This is an optimization exercise on Yosys and OpenROAD, whose aim is small area and a short achievable clock period, not a production implementation. The RTL was checked by simulation tests, not by an equivalence proof against the original design. Power and IR drop assume default switching activity.

===== flow/config.mk =====
export PLATFORM = sky130hd
export DESIGN_NAME = spi_memory
export DESIGN_NICKNAME = spi_memory
export VERILOG_FILES = /design/flow/design.v
export SDC_FILE = /design/flow/constraint.sdc
export NUM_CORES = 4
export LEC_CHECK = 0
export CAP_MARGIN = 20
export CORE_MARGIN = 2
export CORE_UTILIZATION = 40
export SLEW_MARGIN = 20

===== flow/constraint.sdc =====
create_clock -name core_clock -period 4.0 [get_ports {clkedge}]
set_input_delay 0.8000 -clock core_clock [delete_from_list [all_inputs] [get_ports {clkedge}]]
set_output_delay 0.8000 -clock core_clock [all_outputs]
set_load 0.01 [all_outputs]

===== flow/design.v =====
package spi_pkg;
    localparam int addr_w    = 7;     
    localparam int data_w    = 8;
    localparam int mem_depth = 128;   
    localparam int bit_cnt_w = 4;     
    typedef enum logic [2:0] {
        st_get    = 3'd0,   
        st_got    = 3'd1,   
        st_read1  = 3'd2,   
        st_read2  = 3'd3,   
        st_read3  = 3'd4,   
        st_write1 = 3'd5,   
        st_write2 = 3'd6,   
        st_done   = 3'd7    
    } ctrl_state_e;
    typedef struct packed {
        logic mosi;
        logic cs_active;
        logic sclk_rise;
        logic sclk_fall;
    } spi_sample_t;
    typedef struct packed {
        logic addr_we;   
        logic dm_we;     
        logic sr_load;   
    } mem_ctrl_t;
endpackage
`timescale 1ns/1ps
module spi_input_sync (
    input  logic                 clkedge,
    input  logic                 rst,
    input  logic                 sclk,
    input  logic                 cs,
    input  logic                 mosi,
    output spi_pkg::spi_sample_t sample
);
    logic [1:0] sclk_ff;
    logic [1:0] cs_ff;
    logic [1:0] mosi_ff;
    logic       sclk_d;      
    logic       sel;         
    assign sel = ~cs_ff[1];
    always_ff @(posedge clkedge) begin
        if (rst) begin
            sclk_ff <= 2'b00;
            cs_ff   <= 2'b11;   
            mosi_ff <= 2'b00;
        end else begin
            sclk_ff <= {sclk_ff[0], sclk};
            cs_ff   <= {cs_ff[0], cs};
            mosi_ff <= {mosi_ff[0], mosi};
        end
    end
    always_ff @(posedge clkedge) begin
        if (rst) begin
            sclk_d <= 1'b0;
            sample <= '0;
        end else begin
            sclk_d           <= sclk_ff[1];
            sample.mosi      <= mosi_ff[1];
            sample.cs_active <= sel;
            sample.sclk_rise <= sclk_ff[1] & ~sclk_d & sel;   
            sample.sclk_fall <= ~sclk_ff[1] & sclk_d & sel;
        end
    end
endmodule
`timescale 1ns/1ps
module spi_shift_reg (
    input  logic                          clkedge,
    input  logic                          rst,
    input  spi_pkg::spi_sample_t          sample,
    input  spi_pkg::mem_ctrl_t            ctrl,
    input  logic [spi_pkg::data_w-1:0]    rd_data,
    output logic [spi_pkg::data_w-1:0]    shift_data,
    output logic                          miso
);
    logic [spi_pkg::data_w-1:0] sr;
    assign shift_data = sr;
    always_ff @(posedge clkedge) begin
        if (ctrl.sr_load) begin
            sr <= rd_data;                                     
        end else if (sample.sclk_rise) begin
            sr <= {sr[spi_pkg::data_w-2:0], sample.mosi};      
        end
    end
    always_ff @(posedge clkedge) begin
        if (rst) begin
            miso <= 1'b0;
        end else if (sample.sclk_fall) begin
            miso <= sr[spi_pkg::data_w-1];
        end
    end
endmodule
`timescale 1ns/1ps
module spi_ctrl_fsm (
    input  logic                 clkedge,
    input  logic                 rst,
    input  spi_pkg::spi_sample_t sample,
    input  logic                 rw_bit,    
    output spi_pkg::mem_ctrl_t   ctrl,
    output logic                 miso_oe
);
    spi_pkg::ctrl_state_e           state;
    logic [spi_pkg::bit_cnt_w-1:0]  bit_cnt;
    logic [spi_pkg::bit_cnt_w-1:0]  cnt_inc;
    logic                           byte_end;    
    logic                           byte_sent;   
    assign cnt_inc   = bit_cnt + 1'b1;
    assign byte_end  = (cnt_inc == spi_pkg::bit_cnt_w'(spi_pkg::data_w));
    assign byte_sent = (bit_cnt == spi_pkg::bit_cnt_w'(spi_pkg::data_w));
    always_ff @(posedge clkedge) begin
        if (rst) begin
            state   <= spi_pkg::st_get;
            bit_cnt <= '0;
            ctrl    <= '0;
            miso_oe <= 1'b0;
        end else begin
            ctrl <= '0;                                
            if (!sample.cs_active) begin
                state   <= spi_pkg::st_get;            
                bit_cnt <= '0;
                miso_oe <= 1'b0;
            end else begin
                case (state)
                    spi_pkg::st_get: begin
                        if (sample.sclk_rise) begin
                            if (byte_end) begin
                                bit_cnt      <= '0;
                                state        <= spi_pkg::st_got;
                                ctrl.addr_we <= 1'b1;   
                            end else begin
                                bit_cnt <= cnt_inc;
                            end
                        end
                    end
                    spi_pkg::st_got: begin
                        state <= rw_bit ? spi_pkg::st_read1 : spi_pkg::st_write1;
                    end
                    spi_pkg::st_read1: begin
                        state        <= spi_pkg::st_read2;   
                        ctrl.sr_load <= 1'b1;
                    end
                    spi_pkg::st_read2: begin
                        state   <= spi_pkg::st_read3;
                        miso_oe <= 1'b1;
                    end
                    spi_pkg::st_read3: begin
                        if (sample.sclk_fall) begin
                            if (byte_sent) begin
                                bit_cnt <= '0;
                                state   <= spi_pkg::st_done;
                                miso_oe <= 1'b0;
                            end else begin
                                bit_cnt <= cnt_inc;
                            end
                        end
                    end
                    spi_pkg::st_write1: begin
                        if (sample.sclk_rise) begin
                            if (byte_end) begin
                                bit_cnt    <= '0;
                                state      <= spi_pkg::st_write2;
                                ctrl.dm_we <= 1'b1;     
                            end else begin
                                bit_cnt <= cnt_inc;
                            end
                        end
                    end
                    spi_pkg::st_write2: begin
                        state <= spi_pkg::st_done;
                    end
                    spi_pkg::st_done: begin
                        bit_cnt <= '0;                  
                    end
                endcase
            end
        end
    end
endmodule
`timescale 1ns/1ps
module spi_data_mem (
    input  logic                       clkedge,
    input  logic                       rst,
    input  spi_pkg::mem_ctrl_t         ctrl,
    input  logic [spi_pkg::data_w-1:0] shift_data,
    output logic [spi_pkg::data_w-1:0] rd_data
);
    logic [spi_pkg::data_w-1:0] mem [spi_pkg::mem_depth];
    logic [spi_pkg::addr_w-1:0] addr;
    always_ff @(posedge clkedge) begin
        if (rst) begin
            addr <= '0;
        end else if (ctrl.addr_we) begin
            addr <= shift_data[spi_pkg::data_w-1:spi_pkg::data_w-spi_pkg::addr_w];
        end
    end
    always_ff @(posedge clkedge) begin
        if (ctrl.dm_we) begin
            mem[addr] <= shift_data;
        end
    end
    always_ff @(posedge clkedge) begin
        if (rst) begin
            rd_data <= '0;
        end else begin
            rd_data <= mem[addr];
        end
    end
endmodule
`timescale 1ns/1ps
module spi_memory (
    input  logic clkedge,
    input  logic rst,
    input  logic sclk,
    input  logic cs,        
    input  logic mosi,
    output logic miso,
    output logic miso_oe
);
    spi_pkg::spi_sample_t       sample;
    spi_pkg::mem_ctrl_t         ctrl;
    logic [spi_pkg::data_w-1:0] shift_data;
    logic [spi_pkg::data_w-1:0] rd_data;
    spi_input_sync u_sync (
        .clkedge (clkedge),
        .rst     (rst),
        .sclk    (sclk),
        .cs      (cs),
        .mosi    (mosi),
        .sample  (sample)
    );
    spi_shift_reg u_shift (
        .clkedge    (clkedge),
        .rst        (rst),
        .sample     (sample),
        .ctrl       (ctrl),
        .rd_data    (rd_data),
        .shift_data (shift_data),
        .miso       (miso)
    );
    spi_ctrl_fsm u_fsm (
        .clkedge (clkedge),
        .rst     (rst),
        .sample  (sample),
        .rw_bit  (shift_data[0]),    
        .ctrl    (ctrl),
        .miso_oe (miso_oe)
    );
    spi_data_mem u_mem (
        .clkedge    (clkedge),
        .rst        (rst),
        .ctrl       (ctrl),
        .shift_data (shift_data),
        .rd_data    (rd_data)
    );
endmodule

===== flow/run.sh =====
#!/bin/bash
# synth_recipe.tcl (not shown) runs the flow's synth.tcl, then flattens the netlist and writes it again
# the make line also repeats each setting of config.mk as NAME=value (left out here)
make -C /OpenROAD-flow-scripts/flow DESIGN_CONFIG=/design/flow/config.mk WORK_HOME=/design/flow/orfs CLKGATE_MAP_FILE= SYNTH_SCRIPT=/design/flow/synth_recipe.tcl finish

==> flow_summary.yaml <==
sta:
  finalCriticalPeriod_ns: 3.201
  grt_setup_unrepaired: "no"
  worst_pin_slew_ns: 1.129
  fin_crit_sh_pct: 80.03
  slew_headroom_pct: 24.71
  setup_viol: 0
  fin_hold_ws_ns: 0.4131
  final_max_slew_viol_count: 0
  clock_skew_ns: 0.03643
  tns_ns: 0
  fmax_ghz: 0.3124
  hold_violations: 0
  fin_ws_ns: 0.7988
placement:
  place.port_buffers: 6
  place_congestion: 0.8200
  dp_hpwl_mm: 57.81
  dp.cells: 3794
  pre_cts_slack_ns: 0.8652
synthesis:
  syn_nets: 2466
  syn_area_per_cell_sq_um: 17.01
  async_reset_ff_share_pct: 0
  yosysSeqAreaShare_pct: 75.96
  synth_cell_types: 42
  syn_inst: 2458
  synth_area_sq_um: 41800
  synth_edf_count: 1032
  synth_seq_cells: 1070
  ys.warnings.count: 4
  yosys_most_used_dff: "edfxtp_1"
global_routing:
  antenna_found_initial: 0
  grt_max_degree: 130
  grt_use_total_pct: 17.85
  grt_pass1_vias: 22060
  grt_pass1_wl_mm: 143.7
  grt-ovfl-total: 0
setup_path:
  slowest_delay_ns: 0.81
  crit_fanout: 63
  required_ns: 4.57
  path_cells: "nand2b_4 -> buf_4 -> o22ai_1 -> o21ai_0 -> nand4_1 -> a22oi_1 -> a21oi_1"
  critical_path_class: "reg -> reg"
  cp-start-kind: "flip-flop"
  cp_slowest_cell: "nand2b_4"
  critical_path.top_delay_family: "simple AND/OR/NAND/NOR gates"
  crit_buf_inv: 1
  endpoint_kind: "flip-flop"
  worstPathArrival_ns: 3.77
finish:
  drive_gt1_share_pct: 10.98
  layout_common_cells: "1,032 x edfxtp_1, 521 x mux2i_1, 256 x o22ai_1, 133 x nor2_1, 110 x clkbuf_16"
  final_nets: 2532
  layout_commonest_cell: "edfxtp_1"
  stdcell_count: 3995
  area_delta_synth_final_pct: 13.05
  diodes: 0
detailed_routing:
  antenna_left: 0
  finalWirelength_mm: 97.12
  wl_per_cell_um: 24.31
  drt-initial-drc-count: 2061
  viasPerCell: 5.543
  vias: 22150
  drt_first_pass_iters: 5
  drc: 0
pwr:
  p_int_mw: 18.05
  power_density_nw_per_um2: 471.0
  switching_share_pct: 18.93
  leakage_nw: 13.84
  ir_worst_vdd_uv: 329.2
  switching_power_mw: 4.213
  power_frac_clock_pct: 45.4
  power_frac_comb_pct: 0.2
  p_seq_share_pct: 54.4
floorplan:
  start_util_pct: 40.33
  rows: 118
  die_x_um: 327.3
  core_area_sq_um: 103600
  die_y_um: 327.3
  die_area_sq_um: 107100
  ios: 7
clock_tree:
  cts.htree.levels: 3
  post_cts_buffers: 0
  cts_resized: 0
  cts_root_buffer: "clkbuf_16"
  cts_tree: "built"
  cts_buffer_depth: 3
  clk_pin_slew_ns: 0.06
  worstSkewPairLatency_ns: 0.70
  clock-sinks: 1070
  numCtsBuffers: 108
  cts_hold_buffers: 0
flow_run:
  drv_cap: 0
outcome:
  status: "finished clean"
hold_path:
  timing.hold.worst.class: "reg -> reg"
==> routing by layer <==
layer / track usage [%] / routed length, um / vias to the layer above
li1: - / - / 9923
met2: 29.32 / 47100 / 708
met1: 24.75 / 42590 / 11400
met4: 4.787 / 1911 / 0
met5: 0 / 0 / -
met3: 2.870 / 5515 / 117
==> path summary, 6_finish.rpt <==
kind	start	to	slack [ns]	cells past startpoint
min	u_sync.cs_ff[0]	u_sync.cs_ff[1]	0.41	1
max	u_mem.addr[2]	u_mem.rd_data[0]	0.80	7
min reg2reg	u_sync.cs_ff[0]	u_sync.cs_ff[1]	0.41	1
max reg2reg	u_mem.addr[2]	u_mem.rd_data[0]	0.80	7
==> state kept, by name (all words and copies together) (netlist names), 3 cells and up <==
signal,cells
u_mem.mem,1024
u_fsm.ctrl,3
u_shift.sr,8
u_fsm.bit_cnt,4
u_sync.sample,4
u_fsm.state,3
u_mem.addr,7
u_mem.rd_data,8
==> power by group through the flow <==
stage / registers (mW) / clock network, mW / logic, mW
final: 12.1 / 10.1 / 0.0373
after global routing: 12.1 / 10.7 / 0.0400
after CTS: 12.1 / 10.3 / 0.0380
after floorplan: 12.4 / 0 / 0.00852
after global placement: 12.4 / 0 / 0.0366
after detailed placement: 12.4 / 0 / 0.0380
==> through the flow <==
step,power [mW],utilization (%),cell area (sq um)
floorplan,12.37,-,41800
global placement,12.39,42.12,43660
detailed placement,12.39,42.12,43660
CTS,22.43,45.59,47250
global route,22.89,45.59,47250
finish,22.26,45.59,47250
==> kinds of logic (layout without fill, tap and decap cells) <==
| logic type | Yosys count | in the layout | synth area share [%] |
|---|---|---|---|
| buffers and inverters | 166 | 323 | 2.311 |
| and+or+nand+nor | 256 | 256 | 2.802 |
| AOI/OAI and AO/OA | 434 | 434 | 6.145 |
| DFF | 1070 | 1070 | 75.96 |
| adders and majority gates | 3 | 3 | 0.08981 |
| muxes | 529 | 529 | 12.69 |
==> layout make-up <==
type                       count  area (sq um)
fill                        8806         56390
sequential                  1070         31750
multi-input combinational   1222          9112
clock buffer                 135          2897
tap                         1380          1727
timing repair buffer         114          1033
clock inverter                66         699.4
inverter                       8         30.03
==> cell usage after synthesis (all sizes together) (15+ instances only) <==
| master | instances | area (sq um) |
|---|---|---|
| nand4 | 33 | 206.5 |
| dfxtp | 38 | 760.7 |
| o21ai | 131 | 655.6 |
| o22ai | 256 | 1602 |
| a22oi | 16 | 120.1 |
| nand2 | 30 | 115.1 |
| edfxtp | 1032 | 30990 |
| a21oi | 19 | 95.09 |
| mux2i | 521 | 5215 |
| nor2 | 134 | 503.0 |
| clkbuf | 47 | 176.4 |
| nor3 | 15 | 75.07 |
| buf | 111 | 759.5 |

port drivers added, routing unchanged:
How much do the figures lean on ideal ports? The routed layout below was timed once more, with nothing changed but the port constraints. Step 1: set_driving_cell puts a clkbuf_16 on clkedge and a buf_2 on each other input, an assumption about the parent block. Step 2 times the ports against the registers' clock, not the clock port: input delays grow and output delays shrink by t, the midpoint of the rising clock arrivals with the driver on. a / b / c = no drivers / after step 1 / after step 2; a / b = the first two.
t, ns: 0.752
slack for setup (ns): 0.799 / 0.799 / 0.799
worst register clock-pin slew, ns: 0.06 / 0.06
After both steps this run still meets setup and hold. For this run, drivers alone change the setup slack by 0.000 ns; drivers and shift together by 0.000 ns.
